This is an optimization exercise on Yosys and OpenROAD, whose aim is small area, a short achievable clock period and few clock cycles per item, not a production implementation. Only simulation tests tie the RTL to the original design; equivalence was not proved. Power figures rest on the tool's default switching activity, not on a simulated workload.

## rev 12
Design butterfly_pipe_unit, start of the top module:
module butterfly_pipe_unit #(
    parameter int unsigned WIDTH         = 16,
    parameter int unsigned FRACTION_BITS = 14,
    parameter int unsigned TAG_WIDTH     = 5
) (
    input  logic                 CLK,
    input  logic                 RST,
    input  logic                 in_valid,
    output logic                 in_ready,
    input  logic [WIDTH-1:0]     in_1_real,
    input  logic [WIDTH-1:0]     in_1_imag,
    input  logic [WIDTH-1:0]     in_2_real,
    input  logic [WIDTH-1:0]     in_2_imag,
    input  logic [WIDTH-1:0]     twiddle_real,
    input  logic [WIDTH-1:0]     twiddle_imag,
    input  logic [TAG_WIDTH-1:0] in_tag,
    input  logic                 mode_inverse,
    input  logic                 scale_half,
    output logic                 out_valid,
    input  logic                 out_ready,
    output logic [WIDTH-1:0]     even_real,
    output logic [WIDTH-1:0]     even_imag,
    output logic [WIDTH-1:0]     odd_real,
    output logic [WIDTH-1:0]     odd_imag,
    output logic [TAG_WIDTH-1:0] out_tag,
    output logic                 ovf_flag,
    input  logic                 ovf_clear
);
==> flow/config.mk <==
export PLATFORM = sky130hd
export DESIGN_NAME = butterfly_pipe_unit
export DESIGN_NICKNAME = butterfly_pipe_unit
export VERILOG_FILES = /design/flow/design.v
export SDC_FILE = /design/flow/constraint.sdc
export NUM_CORES = 4
export LEC_CHECK = 0
export ABC_CLOCK_PERIOD_IN_PS = 3000
export CAP_MARGIN = 20
export CORE_MARGIN = 2
export CORE_UTILIZATION = 40
export SETUP_SLACK_MARGIN = 5
export SLEW_MARGIN = 20
==> flow/constraint.sdc <==
create_clock -name core_clock -period 10.0 [get_ports {CLK}]
set_input_delay 2.0000 -clock core_clock [delete_from_list [all_inputs] [get_ports {CLK}]]
set_output_delay 2.0000 -clock core_clock [all_outputs]
set_load 0.01 [all_outputs]
standard.sh (not shown) runs the stock make flow with config.mk's settings and CLKGATE_MAP_FILE= SYNTH_SCRIPT=/design/flow/synth_recipe.tcl, a recipe that flattens the netlist after the stock synthesis.
==> flow/flow/run.sh <==
#!/bin/bash
set -e
bash standard.sh SETUP_SLACK_MARGIN=${FLOW_MARGIN:-6.5} \
  "BUFFER_PORTS_ARGS=-buffer_cell sky130_fd_sc_hd__buf_2" finish > standard.log 2>&1
Testbench counts of rev 12, summed over its fixed seeds: cycles 16,032, items 16,000.
Here is what was changed in the inputs of rev 13 compared with rev 12.
==> flow/flow/run.sh <==
#!/bin/bash
set -e
bash standard.sh SETUP_SLACK_MARGIN=${FLOW_MARGIN:-6.8} \
  "BUFFER_PORTS_ARGS=-buffer_cell sky130_fd_sc_hd__buf_2" finish > standard.log 2>&1
==> comparison <==
- Comparing rev 13 and rev 12, the lower power share of the sequential group was measured on rev 13.
- Relative to rev 12, the final-layout clock buffer total of rev 13 is higher by 3.
- Of the two candidates, rev 12 has the better worst setup slack and rev 13 the worse one.
- Of rev 13 and rev 12, the lower part of the power in the clock network belongs to rev 13.
- In the reports for rev 13 and rev 12, the larger final period demand of the worst path belongs to rev 13.
- Rev 13 ends up with a largest fanout on the critical path that is 2 lower than in rev 12.
- Against rev 12, worst slew slack as a fraction of its limit in rev 13 came out worse.
- Compared rev 13 vs rev 12, and total cell area at the placement stage is up in rev 13.

========
Setup of tundra:
Another version of the RTL of butterfly_pipe_unit (not shown whole).
For scale: ~4200 cells after synthesis, roughly 610 flip-flops, about 180 I/O pins.
Design butterfly_pipe_unit, start of the top module:
module butterfly_pipe_unit #(
    parameter int unsigned WIDTH         = 16,
    parameter int unsigned FRACTION_BITS = 14,
    parameter int unsigned TAG_WIDTH     = 5
) (
    input  logic                 CLK,
    input  logic                 RST,
    input  logic                 in_valid,
    output logic                 in_ready,
    input  logic [WIDTH-1:0]     in_1_real,
    input  logic [WIDTH-1:0]     in_1_imag,
    input  logic [WIDTH-1:0]     in_2_real,
    input  logic [WIDTH-1:0]     in_2_imag,
    input  logic [WIDTH-1:0]     twiddle_real,
    input  logic [WIDTH-1:0]     twiddle_imag,
    input  logic [TAG_WIDTH-1:0] in_tag,
    input  logic                 mode_inverse,
    input  logic                 scale_half,
    output logic                 out_valid,
    input  logic                 out_ready,
    output logic [WIDTH-1:0]     even_real,
    output logic [WIDTH-1:0]     even_imag,
    output logic [WIDTH-1:0]     odd_real,
    output logic [WIDTH-1:0]     odd_imag,
    output logic [TAG_WIDTH-1:0] out_tag,
  ...
Settings: LEC_CHECK=0, ABC_CLOCK_PERIOD_IN_PS=3000, CAP_MARGIN=20, CORE_MARGIN=2, CORE_UTILIZATION=40, SETUP_SLACK_MARGIN=5, SLEW_MARGIN=20; clock period 10.0 ns.
==> flow/flow/run.sh <==
#!/bin/bash
set -e
bash standard.sh SETUP_SLACK_MARGIN=${FLOW_MARGIN:-6.5} \
  "BUFFER_PORTS_ARGS=-buffer_cell sky130_fd_sc_hd__buf_2" finish > standard.log 2>&1
Testbench counts of tundra, summed over its fixed seeds: cycles 16,032, items 16,000.
#### Input delta (onyx over tundra)
- CORE_UTILIZATION: 40 -> 55
- PLACE_DENSITY: unset -> 0.72
==> flow/flow/run.sh <==
#!/bin/bash
set -e
bash standard.sh SETUP_SLACK_MARGIN=${FLOW_MARGIN:-6.65} \
  "BUFFER_PORTS_ARGS=-buffer_cell sky130_fd_sc_hd__buf_1" finish > standard.log 2>&1
## What came out
onyx: no failed stages, no open violations at the end
Compared with tundra, onyx ends up with a larger final cell area.
Comparing onyx against tundra, there is no change at all in post-synthesis area per instance.
In terms of synthesized area, onyx and tundra differ only marginally.
Taking onyx over tundra, the number of instances resized during post-cts repair ratio works out to 3.1.
The placed cell count of onyx is lower than that of tundra.
The inputs of fjord differ from those of onyx as listed below.
==> flow/flow/run.sh <==
#!/bin/bash
set -e
bash standard.sh SETUP_SLACK_MARGIN=${FLOW_MARGIN:-6.3} \
  "BUFFER_PORTS_ARGS=-buffer_cell sky130_fd_sc_hd__buf_1" finish > standard.log 2>&1
fjord | stages: all done | timing, DRC, antenna: all pass
Compared with onyx, fjord shows a wire length reported by the detailed router that is 9.3 mm lower.
Delta (fjord minus onyx): later-pin clock latency in the skew report stayed essentially flat; routed length per instance fell by 1.2 um.
Cell area improves in fjord relative to onyx.
Compared with onyx, fjord shows a non-clock buffer count that is 95 lower.
The part of the cycle the worst path needs reported for fjord is greater than that of onyx by 1.6 points.
The fraction of area in registers of fjord is higher than that of onyx.
On number of clock buffer instances in the layout, the higher figure sits with fjord, not onyx.
--- input diff fjord..harbor ---
- putting CTS_BUF_LIST at sky130_fd_sc_hd__clkbuf_8 where nothing was set
- swapping 55 for 40 in CORE_UTILIZATION
- clearing PLACE_DENSITY, which used to be 0.72
==> flow/flow/run.sh <==
#!/bin/bash
set -e
bash standard.sh SETUP_SLACK_MARGIN=${FLOW_MARGIN:-6.5} \
  "BUFFER_PORTS_ARGS=-buffer_cell sky130_fd_sc_hd__buf_2" finish > standard.log 2>&1
Findings:
From fjord to harbor, count of input and output buffers did not move at all.
fjord has a lower synthesis-to-finish area growth than harbor.
fjord → harbor: total number of placement rows moved up; clock latency on the worst-skew pair moved up.
Share of total power in combinational logic up 1.6 points in harbor wrt fjord
What harbor reported for area of the placeable core has to be multiplied by 0.73 to get the figure for fjord.
cs2r_q[30] as the capture point of the critical path was reported by harbor, and cs2r_q[50] by fjord.
Total power after layout in harbor is 2.7% higher than in fjord
Of harbor and fjord, the higher combinational power belongs to harbor.
Compared with fjord, harbor shows share of power burned in the clock network lower by 1.0 points.
## Diff of input files: nickel against harbor
- CTS_BUF_LIST removed (was sky130_fd_sc_hd__clkbuf_8)
- PLACE_DENSITY newly set to 0.72
- CORE_UTILIZATION changed from 40 to 55
==> flow/flow/run.sh <==
#!/bin/bash
set -e
bash standard.sh SETUP_SLACK_MARGIN=${FLOW_MARGIN:-6.5} \
  "BUFFER_PORTS_ARGS=-buffer_cell sky130_fd_sc_hd__buf_1" finish > standard.log 2>&1
Findings:
nickel reached the end of the flow, and the finished layout is clean on the timing, DRC and antenna checks. Worst setup slack after layout, harbor and nickel: lower on harbor. Area: nickel vs harbor -> nickel smaller. The internal power contribution in nickel sits 0.65% above the value recorded for harbor. Looking at final cell count across harbor and nickel, the one that comes out higher is harbor.

==> re-timing with driven ports <==
Ports are ideal in the flow. The routed layouts listed here were re-timed in OpenROAD.
Step 1: set_driving_cell puts a clkbuf_16 on CLK and a buf_2 on each other input, an assumption about the parent block.
Step 2 adds t to the input delays and takes it off the output delays; t is the mean of the earliest and latest rising clock arrival at the registers after step 1. Input paths then give back, and output paths get back, about the clock's delay inside the block.
Three values: ideal, step 1, step 2; two values: the first two.
run	shift t [ns]	setup slack, ns	hold slack, ns	worst setup path at the end	worst data-port slew with drivers (ns)
rev 12	0.752	6.366 / 6.366 / 6.001	0.413 / 0.413 / 0.413	input to register	0.06
rev 13	0.753	6.350 / 6.350 / 6.198	0.417 / 0.417 / 0.417	input to register	0.09
tundra	0.736	6.509 / 6.509 / 6.104	0.419 / 0.419 / 0.419	input to register	0.14
onyx	0.693	6.506 / 6.506 / 6.149	0.418 / 0.418 / 0.418	input to register	0.16
fjord	0.726	6.347 / 6.347 / 5.844	0.417 / 0.417 / 0.417	input to register	0.08
harbor	0.877	6.504 / 6.472 / 5.918	0.420 / 0.420 / 0.420	input to register	0.13
nickel	0.708	6.520 / 6.520 / 6.075	0.418 / 0.418 / 0.418	input to register	0.09
After both steps setup and hold are still met in every run listed. For harbor, which loses most, drivers alone change the setup slack by -0.032 ns; drivers and shift together by -0.586 ns.
